What follows belongs to an exercise in optimizing a design on an open flow for small area; a production flow would make more cautious choices.
In this exercise RTL edits were held to simulation tests only and were not proved equivalent to the original.
Power figures rest on the tool's default switching activity, not on a simulated workload.

==> design.v <==
`default_nettype none
package stackPkg;
    localparam int DEFAULT_ADDR_WIDTH = 7;    
    localparam int DATA_WIDTH = 8;
    typedef logic [DATA_WIDTH-1:0] dataWord;
endpackage
`default_nettype wire
`default_nettype none
package commandPkg;
    typedef logic [3:0] buttonCode;
    typedef enum logic [2:0] {
        cmdNone,
        cmdPush,      
        cmdPop,       
        cmdAdd,       
        cmdSub,       
        cmdTop,       
        cmdIncAddr,   
        cmdDecAddr    
    } calcCommand;
    localparam buttonCode BTN_RELEASED = 4'b0000;   
    localparam buttonCode BTN_CLEAR    = 4'b1010;   
    localparam buttonCode BTN_PUSH     = 4'b0001;
    localparam buttonCode BTN_POP      = 4'b0010;
    localparam buttonCode BTN_ADD      = 4'b0101;
    localparam buttonCode BTN_SUB      = 4'b0110;
    localparam buttonCode BTN_TOP      = 4'b1001;
    localparam buttonCode BTN_DEC_ADDR = 4'b1110;
    localparam buttonCode BTN_INC_ADDR = 4'b1101;
    typedef enum logic [3:0] {
        stIdle,
        stPushWrite,       
        stReadFirst,       
        stCaptureFirst,    
        stClearFirst,      
        stReadSecond,      
        stCaptureSecond,   
        stWriteResult,     
        stPopWrite         
    } seqState;
endpackage
`default_nettype wire
`default_nettype none
import commandPkg::*;
module commandDecoder
(
    input  commandPkg::buttonCode       buttons,
    input  wire logic       CLK,
    input  wire logic       rst,
    output logic            cmdStrobe,
    output commandPkg::calcCommand      cmd,
    output logic            clearLevel
);
    commandPkg::buttonCode  buttonsReg;    
    commandPkg::calcCommand decoded;       
    logic       armed;         
    always_comb
    begin
        case (buttonsReg)
            BTN_PUSH:     decoded = cmdPush;
            BTN_POP:      decoded = cmdPop;
            BTN_ADD:      decoded = cmdAdd;
            BTN_SUB:      decoded = cmdSub;
            BTN_TOP:      decoded = cmdTop;
            BTN_INC_ADDR: decoded = cmdIncAddr;
            BTN_DEC_ADDR: decoded = cmdDecAddr;
            default:      decoded = cmdNone;    
        endcase
    end
    always_ff @(posedge CLK)
    begin
        if (rst)
        begin
            buttonsReg <= BTN_RELEASED;
            armed      <= 1'b1;
            cmdStrobe  <= 1'b0;
            cmd        <= cmdNone;
            clearLevel <= 1'b0;
        end
        else
        begin
            buttonsReg <= buttons;
            cmdStrobe  <= 1'b0;                          
            cmd        <= cmdNone;
            clearLevel <= (buttonsReg == BTN_CLEAR);     
            if (buttonsReg == BTN_RELEASED)
            begin
                armed <= 1'b1;                           
            end
            else if (armed && (decoded != cmdNone))
            begin
                cmdStrobe <= 1'b1;
                cmd       <= decoded;
                armed     <= 1'b0;                       
            end
        end
    end
endmodule
`default_nettype wire
`default_nettype none
import stackPkg::*;
module stackMemory
#(
    parameter int ADDR_WIDTH = DEFAULT_ADDR_WIDTH
) (
    input  wire logic                  CLK,
    input  wire logic                  cs,
    input  wire logic                  we,
    input  wire logic [ADDR_WIDTH-1:0] addr,
    input  stackPkg::dataWord                    wrData,
    output stackPkg::dataWord                    rdData,
    input  wire logic [ADDR_WIDTH-1:0] dispAddr,
    output stackPkg::dataWord                    dispRdData
);
    localparam int DEPTH = 2 ** ADDR_WIDTH;
    stackPkg::dataWord mem [DEPTH];
    always_ff @(posedge CLK)
    begin
        if (cs)
        begin
            if (we)
                mem[addr] <= wrData;
            rdData <= mem[addr];    
        end
    end
    always_ff @(posedge CLK)
    begin
        dispRdData <= mem[dispAddr];
    end
endmodule
`default_nettype wire
`default_nettype none
import stackPkg::*;
import commandPkg::*;
module stackSequencer
#(
    parameter int ADDR_WIDTH = DEFAULT_ADDR_WIDTH
) (
    input  wire logic                  CLK,
    input  wire logic                  rst,
    input  wire logic                  cmdStrobe,
    input  commandPkg::calcCommand                 cmd,
    input  wire logic                  clearLevel,
    input  stackPkg::dataWord                    switches,
    input  stackPkg::dataWord                    memRdData,
    output logic                       memCs,
    output logic                       memWe,
    output logic [ADDR_WIDTH-1:0]      memAddr,
    output stackPkg::dataWord                    memWrData,
    output logic [ADDR_WIDTH-1:0]      stackPtr,
    output logic                       refreshTop,
    output logic                       stackEmpty
);
    localparam logic [ADDR_WIDTH-1:0] EMPTY_ADDR    = '1;
    localparam logic [ADDR_WIDTH-1:0] ONE_LEFT_ADDR = EMPTY_ADDR - 1'b1;
    commandPkg::seqState               state;
    stackPkg::dataWord               operand;      
    logic                  opIsSub;      
    logic [ADDR_WIDTH-1:0] topAddr;      
    logic                  canCombine;   
    assign topAddr    = stackPtr + 1'b1;    
    assign stackEmpty = (stackPtr == EMPTY_ADDR);
    assign canCombine = (stackPtr != EMPTY_ADDR) && (stackPtr != ONE_LEFT_ADDR);
    always_ff @(posedge CLK)
    begin
        if (rst || clearLevel)
        begin
            state      <= stIdle;
            stackPtr   <= EMPTY_ADDR;
            memCs      <= 1'b0;
            memWe      <= 1'b0;
            refreshTop <= 1'b0;
        end
        else
        begin
            memCs      <= 1'b0;    
            memWe      <= 1'b0;
            refreshTop <= 1'b0;
            case (state)
                stIdle:
                begin
                    if (cmdStrobe)
                    begin
                        case (cmd)
                            cmdPush:
                            begin
                                memCs      <= 1'b1;
                                memWe      <= 1'b1;
                                memAddr    <= stackPtr;      
                                memWrData  <= switches;
                                stackPtr   <= stackPtr - 1'b1;
                                refreshTop <= 1'b1;          
                                state      <= stPushWrite;
                            end
                            cmdPop:
                            begin
                                if (!stackEmpty)             
                                begin
                                    memCs      <= 1'b1;
                                    memWe      <= 1'b1;
                                    memAddr    <= topAddr;
                                    memWrData  <= '0;        
                                    stackPtr   <= topAddr;
                                    refreshTop <= 1'b1;
                                    state      <= stPopWrite;
                                end
                            end
                            cmdAdd, cmdSub:
                            begin
                                if (canCombine)
                                begin
                                    memCs   <= 1'b1;         
                                    memAddr <= topAddr;
                                    opIsSub <= (cmd == cmdSub);
                                    state   <= stReadFirst;
                                end
                            end
                            default:
                            begin
                                state <= stIdle;             
                            end
                        endcase
                    end
                end
                stPushWrite, stPopWrite:
                begin
                    state <= stIdle;    
                end
                stReadFirst:
                begin
                    state <= stCaptureFirst;    
                end
                stCaptureFirst:
                begin
                    operand   <= memRdData;
                    memCs     <= 1'b1;
                    memWe     <= 1'b1;
                    memAddr   <= topAddr;       
                    memWrData <= '0;
                    stackPtr  <= topAddr;
                    state     <= stClearFirst;
                end
                stClearFirst:
                begin
                    memCs   <= 1'b1;
                    memAddr <= topAddr;         
                    state   <= stReadSecond;
                end
                stReadSecond:
                begin
                    state <= stCaptureSecond;
                end
                stCaptureSecond:
                begin
                    memCs <= 1'b1;
                    memWe <= 1'b1;              
                    if (opIsSub)
                        memWrData <= memRdData - operand;    
                    else
                        memWrData <= memRdData + operand;    
                    state <= stWriteResult;
                end
                stWriteResult:
                begin
                    refreshTop <= 1'b1;         
                    state      <= stIdle;
                end
                default:
                begin
                    state <= stIdle;
                end
            endcase
        end
    end
endmodule
`default_nettype wire
`default_nettype none
import stackPkg::*;
import commandPkg::*;
module displayTracker
#(
    parameter int ADDR_WIDTH = DEFAULT_ADDR_WIDTH
) (
    input  wire logic                  CLK,
    input  wire logic                  rst,
    input  wire logic                  cmdStrobe,
    input  commandPkg::calcCommand                 cmd,
    input  wire logic                  clearLevel,
    input  wire logic                  refreshTop,
    input  wire logic [ADDR_WIDTH-1:0] stackPtr,
    input  stackPkg::dataWord                    dispRdData,
    output logic [ADDR_WIDTH-1:0]      dispAddr,
    output stackPkg::dataWord                    displayValue
);
    logic [1:0] pending;       
    logic       loadTop;
    logic       stepUp;
    logic       stepDown;
    assign loadTop  = refreshTop || (cmdStrobe && (cmd == cmdTop));
    assign stepUp   = cmdStrobe && (cmd == cmdIncAddr);
    assign stepDown = cmdStrobe && (cmd == cmdDecAddr);
    always_ff @(posedge CLK)
    begin
        if (rst || clearLevel)
        begin
            dispAddr     <= '0;
            displayValue <= '0;
            pending      <= 2'd0;
        end
        else
        begin
            if (loadTop)
            begin
                dispAddr <= stackPtr + 1'b1;    
                pending  <= 2'd2;
            end
            else if (stepUp)
            begin
                dispAddr <= dispAddr + 1'b1;    
                pending  <= 2'd2;
            end
            else if (stepDown)
            begin
                dispAddr <= dispAddr - 1'b1;
                pending  <= 2'd2;
            end
            else if (pending != 2'd0)
            begin
                pending <= pending - 2'd1;
            end
            if (pending == 2'd1)
                displayValue <= dispRdData;
        end
    end
endmodule
`default_nettype wire
`default_nettype none
import stackPkg::*;
import commandPkg::*;
module stackCalculator
#(
    parameter int ADDR_WIDTH = DEFAULT_ADDR_WIDTH
) (
    input  wire logic      CLK,
    input  wire logic      rst,
    input  commandPkg::buttonCode      buttons,
    input  stackPkg::dataWord        switches,
    output logic [7:0]     leds,
    output stackPkg::dataWord        displayValue
);
    logic                  cmdStrobe;
    commandPkg::calcCommand            cmd;
    logic                  clearLevel;
    logic                  memCs;
    logic                  memWe;
    logic [ADDR_WIDTH-1:0] memAddr;
    stackPkg::dataWord               memWrData;
    stackPkg::dataWord               memRdData;
    logic [ADDR_WIDTH-1:0] stackPtr;
    logic                  refreshTop;
    logic                  stackEmpty;
    logic [ADDR_WIDTH-1:0] dispAddr;
    stackPkg::dataWord               dispRdData;
    assign leds = {stackEmpty, 7'(dispAddr)};
    commandDecoder i_commandDecoder (
        .CLK        (CLK),
        .rst        (rst),
        .buttons    (buttons),
        .cmdStrobe  (cmdStrobe),
        .cmd        (cmd),
        .clearLevel (clearLevel)
    );
    stackSequencer #(.ADDR_WIDTH(ADDR_WIDTH)) i_stackSequencer (
        .CLK        (CLK),
        .rst        (rst),
        .cmdStrobe  (cmdStrobe),
        .cmd        (cmd),
        .clearLevel (clearLevel),
        .switches   (switches),
        .memRdData  (memRdData),
        .memCs      (memCs),
        .memWe      (memWe),
        .memAddr    (memAddr),
        .memWrData  (memWrData),
        .stackPtr   (stackPtr),
        .refreshTop (refreshTop),
        .stackEmpty (stackEmpty)
    );
    stackMemory #(.ADDR_WIDTH(ADDR_WIDTH)) i_stackMemory (
        .CLK        (CLK),
        .cs         (memCs),
        .we         (memWe),
        .addr       (memAddr),
        .wrData     (memWrData),
        .rdData     (memRdData),
        .dispAddr   (dispAddr),       
        .dispRdData (dispRdData)
    );
    displayTracker #(.ADDR_WIDTH(ADDR_WIDTH)) i_displayTracker (
        .CLK          (CLK),
        .rst          (rst),
        .cmdStrobe    (cmdStrobe),
        .cmd          (cmd),
        .clearLevel   (clearLevel),
        .refreshTop   (refreshTop),
        .stackPtr     (stackPtr),
        .dispRdData   (dispRdData),
        .dispAddr     (dispAddr),
        .displayValue (displayValue)
    );
endmodule
`default_nettype wire
==> run.sh <==
#!/bin/bash
# synth_recipe.tcl (not shown) runs the flow's synth.tcl, then flattens the netlist and writes it again
# the make line also repeats each setting of config.mk as NAME=value (left out here)
make -C /OpenROAD-flow-scripts/flow DESIGN_CONFIG=/design/flow/config.mk WORK_HOME=/design/flow/orfs CLKGATE_MAP_FILE= SYNTH_SCRIPT=/design/flow/synth_recipe.tcl finish
==> config.mk <==
export PLATFORM = sky130hd
export DESIGN_NAME = stackCalculator
export DESIGN_NICKNAME = stackCalculator
export VERILOG_FILES = /design/flow/design.v
export SDC_FILE = /design/flow/constraint.sdc
export NUM_CORES = 4
export LEC_CHECK = 0
export CAP_MARGIN = 20
export CORE_MARGIN = 2
export CORE_UTILIZATION = 40
export SLEW_MARGIN = 20
==> constraint.sdc <==
create_clock -name core_clock -period 6.0 [get_ports {CLK}]
set_input_delay 1.2000 -clock core_clock [delete_from_list [all_inputs] [get_ports {CLK}]]
set_output_delay 1.2000 -clock core_clock [all_outputs]
set_load 0.01 [all_outputs]
==> run notes <==
[sequential cells by signal, summed over array words and instances (netlist names), 2 cells and up]
signal and flops:
i_stackMemory.mem 1024, i_displayTracker.displayValue 8, i_stackMemory.dispRdData 8, i_stackMemory.rdData 8, i_stackSequencer.memWrData 8, i_stackSequencer.operand 8, i_displayTracker.dispAddr 7, i_stackSequencer.memAddr 7
i_stackSequencer.stackPtr 7, i_commandDecoder.buttonsReg 4, i_stackSequencer.state 4, i_commandDecoder.cmd 3, i_displayTracker.pending 2
[final cells by class]
cell class	count	share of cell area (%)
Antenna cell	3	0.0130
Clock buffer	135	5.25
Clock inverter	75	1.25
Inverter	20	0.130
Multi-Input combinational cell	1784	31.1
Sequential cell	1105	56.4
Tap cell	1742	3.76
Timing Repair Buffer	128	2.08
[worst paths after layout]
path / startpoint / end / slack, ns / cells after the start
hold / removal: i_displayTracker.pending[0] / i_displayTracker.pending[0] / 0.45 / 1
setup reg to reg: i_stackSequencer.memAddr[3] / i_stackMemory.rdData[2] / 1.74 / 6
setup / recovery: i_stackSequencer.memAddr[3] / i_stackMemory.rdData[2] / 1.74 / 6
hold reg to reg: i_displayTracker.pending[0] / i_displayTracker.pending[0] / 0.45 / 1
[cells in the mapped netlist (all sizes together) (31+ instances only)]
| library cell | instances |
|---|---|
| edfxtp | 1056 |
| mux4 | 374 |
| nor2 | 227 |
| buf | 131 |
| clkbuf | 128 |
| nand2 | 127 |
| mux2i | 120 |
| a21oi | 102 |
| a221oi | 99 |
| a22oi | 99 |
| o21ai | 75 |
| mux2 | 71 |
| o22ai | 56 |
| dfxtp | 49 |
| nand3 | 41 |
| nor2b | 31 |
[cells in the final DEF, fill, tap and decap left out, types with 12 or more instances in the layout]
cell type	instances
clkinv_1	24
mux2_2	71
nand2_1	124
nor3_1	24
nor2b_1	23
a21oi_1	102
dfxtp_1	46
nor2_1	222
inv_1	16
o22ai_1	56
o21ai_0	74
mux2i_1	120
clkinv_2	22
clkbuf_1	13
buf_4	86
xor2_1	13
clkbuf_16	117
mux4_2	370
o221ai_1	17
a22oi_1	99
a221oi_1	99
a31oi_1	19
nand3_1	41
clkdlybuf4s50_1	29
xnor2_1	23
ha_1	16
a22o_1	30
bufinv_16	13
edfxtp_1	1056
buf_12	12
nand2b_1	14
[worst max-delay path, delay by kind of cell, from the launching register on]
kind	cells	cell delay, ns
AO/OA/AOI/OAI	2	1.22
flip-flops	1	0.88
AND/OR/NAND/NOR	4	1.86
[report_power, final]
group	total, mW	leakage (nW)	switching (mW)	internal, mW
clock	7.26	1.84	3.09	4.17
sequential	8.32	9.88	0.00423	8.32
combinational	0.0735	6.10	0.0446	0.0289
total	15.7	17.8	3.14	12.5
[logic make-up (layout without fill, tap and decap cells)]
family	count (synthesis)	in the layout	share of synthesized area, %
multiplexers	565	565	20.1
AO/OA/AOI/OAI	614	614	8.47
adder cells (fa/ha/maj)	18	18	0.463
AND/OR/NAND/NOR	551	551	4.91
flip-flops	1105	1105	63.0
buffers and inverters	279	358	2.41
other	0	3	0
XOR/XNOR	36	36	0.608
[per-layer routing]
layer / GRT usage, % / part of all wire (%) / vias up
li1: - / - / 13171
met1: 37.2 / 37 / 17327
met2: 40.3 / 43 / 2782
met3: 9.65 / 14 / 541
met4: 13.2 / 5.6 / 6
met5: 0 / 0.021 / -
[metrics by stage]
step | std cells | hold slack [ns] | utilization (%)
floorplan | 3168 | 0.415 | -
global placement | 4777 | 0.425 | 41.9
detailed placement | 4777 | 0.446 | 41.9
CTS | 4987 | 0.455 | 44.8
global route | 4989 | 0.470 | 44.9
finish | 4992 | 0.449 | 44.9
==> summary.md <==
| Metric | Value |
|---|---|
| Outcome | finished clean |
| Fin area | 58000 um^2 |
| YS warnings | 4 |
| Max Freq | 235 MHz |
| Cell count after synthesis | 3168 |
| ANT nets after route | 0 |
| Total negative slack | 0 ns |
| Pwr dens | 270 nW/um^2 |
| Setup Skew | 0.0477 ns |
| Final min period | 4.26 ns |
| Gr usage total | 27.7% |
| Yosys cell types | 76 |
| Post-synth EDFFs | 1056 |
| Clock sink count | 1105 |
| Drt pass-1 iters | 6 |
| Die ar. | 133000 um^2 |
| Num CTS Buffers | 114 |
| P_leak | 17.8 nW |
| Worst-Margin Slew | 1.32 ns |
| Largest stage delay, worst path | 1.00 ns |
| Worst slew margin | 12.0% |
| Register area share after synthesis | 63.0% |
| Fin worst setup slack | 1.74 ns |
| Share of layout cells above drive strength 1 | 23.2% |
| CTS Buffer Depth | 3 |
| Syn nets | 3200 |
| Area of the multi-input gates | 18000 um^2 |
| DR iter-0 viols | 5851 |
| Vias in the first global route | 32670 |
| Io pins | 30 |
| Hold buffers post-CTS | 0 |
| Post-DP HPWL | 123 mm |
| Chip height | 364 um |
| Post-synth top area cell | edfxtp_1 |
| Max rail drop VDD | 0.000218 V |
| Endpoints failing setup | 0 |
| Post-synth ARST share | 0% |
| Initial Util | 40.2% |
| Std-Cell Rows | 132 |
| Die Span X | 364 um |
| Gpl congestion | 0.995 |
| WS Path Type | register to register |
| Share of the synthesized area in the top cell type | 61.1% |
| Worst skew pair latency | 0.76 ns |
| Cell area after placement | 54100 um^2 |
| Fin. Hold Viols | 0 |
| Worst-path fanout max | 15 |
| # DRC | 0 |
| CP Cell Sequence | nor2b_1, nand2_1, a21oi_1, a2111oi_0, nand4_1, or4_1 |
| Synth Flop Type | edfxtp_1 |
| Core box area | 129000 um^2 |
| First-pass GRT wire length | 257 mm |
| Grt ovf | 0 |
| Avg Inst Size Synth | 16.4 um^2 |
| Largest net degree at the start of global routing | 96 |
| Period Utilization, post-route | 71.0% |
| I/O Buffers | 29 |
| Post-CTS Setup Bufs | 0 |
| Worst hold path class | register to register |
| WL final | 184 mm |
| Crit-path slowest cell | a2111oi_0 |
| Top cells by area, synth | edfxtp_1 (61%), mux4_2 (16%), mux2i_1 (2.3%) |
| Design Power | 15.7 mW |
| Max-cap violations | 0 |
| Max-slew violations | 0 |
| Seq cells post-synth | 1105 |
| Syn-to-layout area delta | 11.7% |
| Fill count | 11230 |
| Via count | 33827 |
| Pre-CTS setup slack | 2.04 ns |
| CTS root buffer | clkbuf_16 |
| H-tree levels | 3 |
| Reg clk slew, reported paths | 0.07 ns |
| Vias per inst | 6.78 |
| CP Launch Type | register |
| CP endpoint kind | register |
| Antenna violations before repair | 8 |
| CTS resizes | 0 |
| Critical Path AT | 4.74 ns |
| Nets@finish | 3185 |
| Wire per inst | 37.0 um |
| Mapped Area | 51900 um^2 |
| Worst endpoint required time | 6.48 ns |
| CTS tree | built |
| RSZ-0062 raised after global routing | no |
| FF+latch area | 32700 um^2 |

separate check: timing with driven ports:
No port has a modelled driver above. Below, the same layout with a new extraction and two added sets of constraints. Step 1 assumes that a clkbuf_16 drives the clock port and a buf_2 every other input. Step 2 moves the port delays by t, midway between the first and last clock arrival at a register: inputs arrive t later, outputs are due t later. That takes back most of the time a late clock gives input paths. Three values: no drivers, after step 1, after step 2; two values: the first two.
shift t [ns]: 0.814
setup slack, ns: 1.742 / 1.742 / 1.742
worst data-port slew with drivers (ns): 0.05
After both steps this run still meets setup and hold. For this run, drivers alone change the setup slack by 0.000 ns; drivers and shift together by 0.000 ns.
